Context: an optimization exercise on an open-source flow, tuned for small area, a short achievable clock period and few clock cycles per item. The choices shown serve that exercise and are no tape-out recipe. No run shown here included a check of the RTL's function; only the layout flow was run. Power and IR drop assume default switching activity.

## flow/design.v (module list and top-level ports; edited modules follow where they fit)
// module dapid_core: 1753 lines
// module dapid_qstep: 508 lines
// module dual_axis_pid_with_error_weighting_top: 195 lines
module dual_axis_pid_with_error_weighting_top #(
   parameter int CONTROL_HZ = dapid_pkg::CONTROL_HZ_DEF,
   parameter int ANGLE_BITS = dapid_pkg::ANGLE_BITS_DEF
) (
   input  logic        clock,
   input  logic        reset,
   input  logic        req_tvalid,
   output logic        req_tready,
   input  logic [31:0] req_tdata,
   input  logic [1:0]  req_tuser,
   output logic        rsp_tvalid,
   input  logic        rsp_tready,
   output logic [63:0] rsp_tdata,
   input  logic        csr_psel,
   input  logic        csr_penable,
   input  logic        csr_pwrite,
   input  logic [4:0]  csr_paddr,
   input  logic [31:0] csr_pwdata,
   output logic [31:0] csr_prdata,
   output logic        csr_pready
);
  // ...
==> flow/run.sh <==
#!/bin/bash
# synth_recipe.tcl (not shown) runs the flow's synth.tcl, then flattens the netlist and writes it again
# the make line also repeats each setting of config.mk as NAME=value (left out here)
make -C /OpenROAD-flow-scripts/flow DESIGN_CONFIG=/design/flow/config.mk WORK_HOME=/design/flow/orfs CLKGATE_MAP_FILE= SYNTH_SCRIPT=/design/flow/synth_recipe.tcl finish
==> flow/config.mk <==
export PLATFORM = sky130hd
export DESIGN_NAME = dual_axis_pid_with_error_weighting_top
export DESIGN_NICKNAME = dual_axis_pid_with_error_weighting_top
export VERILOG_FILES = /design/flow/design.v
export SDC_FILE = /design/flow/constraint.sdc
export NUM_CORES = 4
export LEC_CHECK = 0
export ABC_AREA = 1
export CAP_MARGIN = 20
export CORE_MARGIN = 2
export CORE_UTILIZATION = 50
export PLACE_DENSITY = 0.65
export SLEW_MARGIN = 20
==> flow/constraint.sdc <==
create_clock -name core_clock -period 11.0 [get_ports {clock}]
set_input_delay 2.2000 -clock core_clock [delete_from_list [all_inputs] [get_ports {clock}]]
set_output_delay 2.2000 -clock core_clock [all_outputs]
set_load 0.01 [all_outputs]
==> results by group, run 1 <==
Worst setup path
  – Slowest-stage cell, CP: o21ai_0
  – Crit path depth: 19
  – R2R Setup Slk: about 5.3 ns
  – CP Capture Type: flip-flop
  – R2R Path Start: st[1]

Logic synthesis
  – Portion of netlist area occupied by mux cells: 0%
  – Mean Syn Cell Area: between 8 and 9 um^2
  – EDFF count, synth: 470
  – Count leader, synth: inv_1
  – Adder-Cell Fraction of Synth Area: around 29%

Power and ir drop
  – Seq power: 3110 uW
  – Clock share of power: a little under half
  – Worst IR Drop VDD: 183 uV

Routing
  – Top sig layer: met4

Placed design
  – Detailed placement HPWL: ~150000 um
  – # port buffers: between 150 and 200
  – Dpl cell area: around 76000 um^2

Floorplan
  – Die Footprint: around 150000 um^2
  – Die height: a little under 400 um
  – Num tapcells: approximately 1.9k
  – Die Wd: 385 um

Timing
  – Max Freq: around 0.18 GHz
  – Slew Limit Headroom: 19.3%
  – Post-route worst setup slack: ~5.3 ns
  – Worst slew pin tran: 1.20 ns

Status
  – Status: no timing/DRC/antenna violations

Finish
  – Most frequent cells in the layout: inv_1, nand2_1, fa_1

Global route
  – Vias in the first global route: 56.8k
  – First-pass GRT wire length: 307000 um
  – GRT Residual Overflow: 0
==> run 2, diff against run 1 <==
--- a/flow/config.mk
+++ b/flow/config.mk
@@ -8,6 +8,6 @@
 export ABC_AREA = 1
 export CAP_MARGIN = 20
 export CORE_MARGIN = 2
-export CORE_UTILIZATION = 50
-export PLACE_DENSITY = 0.65
+export CORE_UTILIZATION = 60
+export PLACE_DENSITY = 0.72
 export SLEW_MARGIN = 20
==> results by group, run 2 <==
Timing
  – Clk_skew: 0.0665 ns (was 0.0633 ns)
  – Tcrit/Tclk final: 49.0% (was 51.7%)
  – Worst slew pin tran: 1.17 ns (was 1.20 ns)
  – Post-route setup TNS: 0 ns (unchanged)
  – Post-route worst setup slack: 5.61 ns (was 5.32 ns)
  – Pins Over Slew Limit: 0 (unchanged)
  – Unrepaired setup endpoints after global routing: no (unchanged)
  – Final Setup Violations: 0 (unchanged)
  – Min Tclk post-route: 5.39 ns (was 5.68 ns)
  – Slew Limit Headroom: 22.3% (was 19.3%)
  – Fin. Hold Viols: 0 (unchanged)
  – Max Freq: 0.186 GHz (was 0.176 GHz)

CTS
  – Post-CTS Setup Bufs: 0 (unchanged)
  – Clock sink count: 779 (unchanged)
  – CTS HTree Levels: 3 (unchanged)
  – Clk slew on worst S/H paths: 0.06 ns (was 0.07 ns)
  – Root buffer cell: clkbuf_16 (unchanged)
  – CTS tree: done (unchanged)
  – # resized after CTS: 0 (unchanged)
  – Clock Latency Late Sink: 0.74 ns (about the same)
  – CTS Hold Bufs: 0 (unchanged)
  – Clock Path Buffers: 3 (unchanged)
  – CTS buffer count: 91 (was 88)

Worst setup path
  – CP Launch Type: flip-flop (unchanged)
  – CP Capture Type: flip-flop (unchanged)
  – Slowest-stage cell, CP: o21ai_0 (unchanged)
  – Critical Path AT: 5.82 ns (was 6.21 ns)
  – CP peak stage delay: 0.80 ns (was 0.91 ns)
  – Critical Path RT: 11.43 ns (was 11.53 ns)
  – Crit-path cells: buf_4 -> o21ai_0 -> inv_1 -> fa_1 -> fa_1 -> fa_1 -> nand2_1 -> inv_1 -> a21oi_1 -> inv_1 -> nor3_1 -> nand4_1 -> a21oi_1 -> nand2_1 -> nand2_1 -> nand2_1 -> nand2_1 -> a21boi_0 -> fa_1 -> xnor2_1 (was o21ai_0 -> inv_1 -> fa_1 -> fa_1 -> fa_1 -> nand2_1 -> inv_1 -> a21oi_1 -> inv_1 -> nor3_1 -> nand4_1 -> a21oi_1 -> nand2_1 -> nand2_1 -> nand2_1 -> nand2_1 -> a21boi_0 -> fa_1 -> xnor2_1)
  – Largest fanout on the critical path: 35 (unchanged)
  – Critical setup path kind: flip-flop to flip-flop (unchanged)
  – Most used cell, CP: nand2_1 (unchanged)

Power and ir drop
  – P_int: 5260 uW (was 5160 uW)
  – Clock share of power: 47.1% (was 46.3%)
  – Power density of the placed cells: 88.6 nW/um^2 (was 87.0 nW/um^2)
  – Net switching fraction of the power: 24.5% (was 24.8%)
  – Leak: 0.0354 uW (was 0.0353 uW)
  – Sw Pwr: 1710 uW (about the same)
  – Sequential share of power: 44.6% (was 45.2%)
  – Worst IR Drop VDD: 136 uV (was 183 uV)
  – Gate power share: 8.3% (was 8.4%)

Logic synthesis
  – Adder-Cell Fraction of Synth Area: 28.6% (unchanged)
  – Number of synthesized register bits: 779 (unchanged)
  – Synth area leader: fa_1 (unchanged)
  – Mapped Cells: 8454 (unchanged)
  – Mean Syn Cell Area: 8.61 um^2 (unchanged)
  – Top cells by area, synth: fa_1, edfxtp_1, ha_1, dfxtp_1, inv_1 (unchanged)
  – Yosys warnings: 3 (unchanged)
  – Share of the synthesized area in the top cell type: 19.8% (unchanged)
  – Sequential area share after synthesis: 27.9% (unchanged)
  – Portion of netlist area occupied by mux cells: 0% (unchanged)
  – Unique masters post-synth: 67 (unchanged)
  – Share of async-settable or async-resettable flops after synthesis: 0% (unchanged)
  – Syn Std Cell Area: 72700 um^2 (unchanged)
  – Post-synth top cells: inv_1, nand2_1, fa_1 (unchanged)
  – Synth Area in Compound Gates: 14.1% (unchanged)
  – Largest family of logic cells by synthesized area: adder cells (unchanged)
  – Post-synthesis xor/xnor area fraction: 7.04% (unchanged)
  – Simple-gate share of the synthesized area: 11.9% (unchanged)
  – Mapped Nets: 9760 (unchanged)
  – Post-synth top flop: edfxtp_1 (unchanged)
  – EDFF count, synth: 470 (unchanged)
  – Count leader, synth: inv_1 (unchanged)

Finish
  – Largest regs: rsp_roll_ff: 30 flops, rsp_yaw_ff: 30 flops (unchanged)
  – Fillers: 10.1k (was 13.0k)
  – Area of the multi-input gates: 44900 um^2 (about the same)
  – Share of post-route cells with drive strength above 1: 3.85% (was 3.86%)
  – Antenna diodes: 0 (unchanged)
  – Commonest non-fill, non-tap cell in the layout: inv_1 (unchanged)
  – Nets@finish: 9723 (was 9722)
  – Layout Cells excl Fill: 10.1k (was 10.4k)
  – Area Growth Syn to Fin: 8.14% (was 8.54%)
  – Core Util, Final: 65.5% (was 54.8%)
  – Sequential Area: 20300 um^2 (unchanged)
  – Most frequent cells in the layout: inv_1, nand2_1, fa_1 (unchanged)

Routing
  – Starting DRT DRC Count: 4174 (was 3798)
  – Final wirelength: 190000 um (was 194000 um)
  – Residual DRC: 0 (unchanged)
  – Vias post-DR: 57.5k (was 56.5k)
  – Ratio of routed vias to standard cells: 5.69 (was 5.43)
  – Routed len/inst: 18.8 um (was 18.6 um)
  – Remaining antenna violation count: 0 (unchanged)
  – Router iterations before antenna repair: 6 (unchanged)

Floorplan
  – Die height: 352 um (was 385 um)
  – Die Wd: 352 um (was 385 um)
  – I/O pin count: 177 (unchanged)
  – Die Footprint: 124000 um^2 (was 149000 um^2)
  – Num rows: 127 (was 139)
  – Initial Util: 60.6% (was 50.5%)
  – Core area: 120000 um^2 (was 144000 um^2)

Global route
  – First-pass GRT wire length: 306000 um (was 307000 um)
  – GRT Residual Overflow: 0 (unchanged)
  – Vias in the first global route: 57.1k (was 56.8k)
  – Antenna violations before repair: 0 (unchanged)
  – GR Util All Layers: 30.7% (was 26.1%)
  – Pin count of the biggest net entering global routing: 122 (was 90)

Placed design
  – Pre-CTS setup slack: 5.62 ns (was 5.25 ns)
  – Detailed placement HPWL: 150000 um (was 154000 um)
  – # port buffers: 158 (unchanged)
  – Dpl cells: 9934 (was 10.2k)
  – RD Place Congestion: 0.964 (was 0.926)

Run
  – # Max-Cap Violations: 0 (unchanged)

Hold path
  – Worst hold path class: flip-flop to flip-flop (unchanged)

Status
  – Status: no timing/DRC/antenna violations (unchanged)
## run 2: cell type report
class,instances,area share [%]
tap,1612,2.56
multi-input combinational,5699,57.1
inverter,1635,7.81
timing repair buffer,211,2.56
sequential,779,25.8
clock buffer,112,3.09
clock inverter,57,1.07
## run 2: layer usage
layer	global-route usage [%]	share of wire [%]
met5	0	0
met4	11.5	4.1
met3	4.27	6.2
met2	51.1	47
met1	41.0	42
## run 2: power groups by stage
stage / Sequential, uW / Clock (uW) / Combinational [uW]
5_1_grt: 3110 / 3430 / 654
2_1_floorplan: 3160 / 0 / 417
4_1_cts: 3110 / 3330 / 575
6_report: 3110 / 3280 / 580
3_3_place_gp: 3170 / 0 / 561
3_5_place_dp: 3170 / 0 / 571
## run 2: per-stage QoR
stage | power [uW] | cell area (um^2) | hold WS, ns
after CTS | 7010 | 78600 | 0.427
after global routing | 7190 | 78700 | 0.440
final | 6970 | 78700 | 0.424
after floorplan | 3580 | 72700 | 0.400
after global placement | 3730 | 75300 | 0.407
after detailed placement | 3740 | 75300 | 0.412
## run 2: cell families (layout without fill, tap and decap cells)
kind of cell | count (synthesis) | in the layout
XOR/XNOR | 585 | 585
flip-flops | 779 | 779
buffers and inverters | 1976 | 2015
AO/OA/AOI/OAI | 1791 | 1791
adder cells (fa/ha/maj) | 1228 | 1228
AND/OR/NAND/NOR | 2095 | 2095
## run 2: critical path: cells and delay by family, from the launching register on
family | cells | cell delay (ns)
fa+ha+maj | 4 | 1.84
simple gates | 7 | 0.88
flops | 1 | 0.30
buf+inv | 4 | 0.69
compound gates | 4 | 1.21
xor+xnor | 1 | 0.15
## run 2: final timing paths
check               from         endpoint  slack (ns)  depth (start not counted)
max                st[1]  u_roll.qreg[11]        5.61                         20
min          u_yaw.w1[0]      u_yaw.w2[0]        0.42                          0
max reg2reg        st[1]  u_roll.qreg[11]        5.61                         20
min reg2reg  u_yaw.w1[0]      u_yaw.w2[0]        0.42                          0

## what the ideal ports hide
Ports are ideal in the flow. The routed layouts listed here were re-timed in OpenROAD. Step 1 assumes that a clkbuf_16 drives the clock port and a buf_2 every other input. Step 2 times the ports against the registers' clock, not the clock port: input delays grow and output delays shrink by t, the midpoint of the rising clock arrivals with the driver on. a / b / c = ideal ports / drivers / drivers and shift; a / b = the first two.
run	shift t [ns]	slack for setup (ns)	worst hold slack (ns)	worst data-port slew with drivers (ns)
run 1	0.789	5.317 / 5.317 / 5.317	0.421 / 0.421 / 0.421	0.04
run 2	0.798	5.611 / 5.611 / 5.611	0.424 / 0.424 / 0.424	0.04
After both steps setup and hold are still met in every run listed.
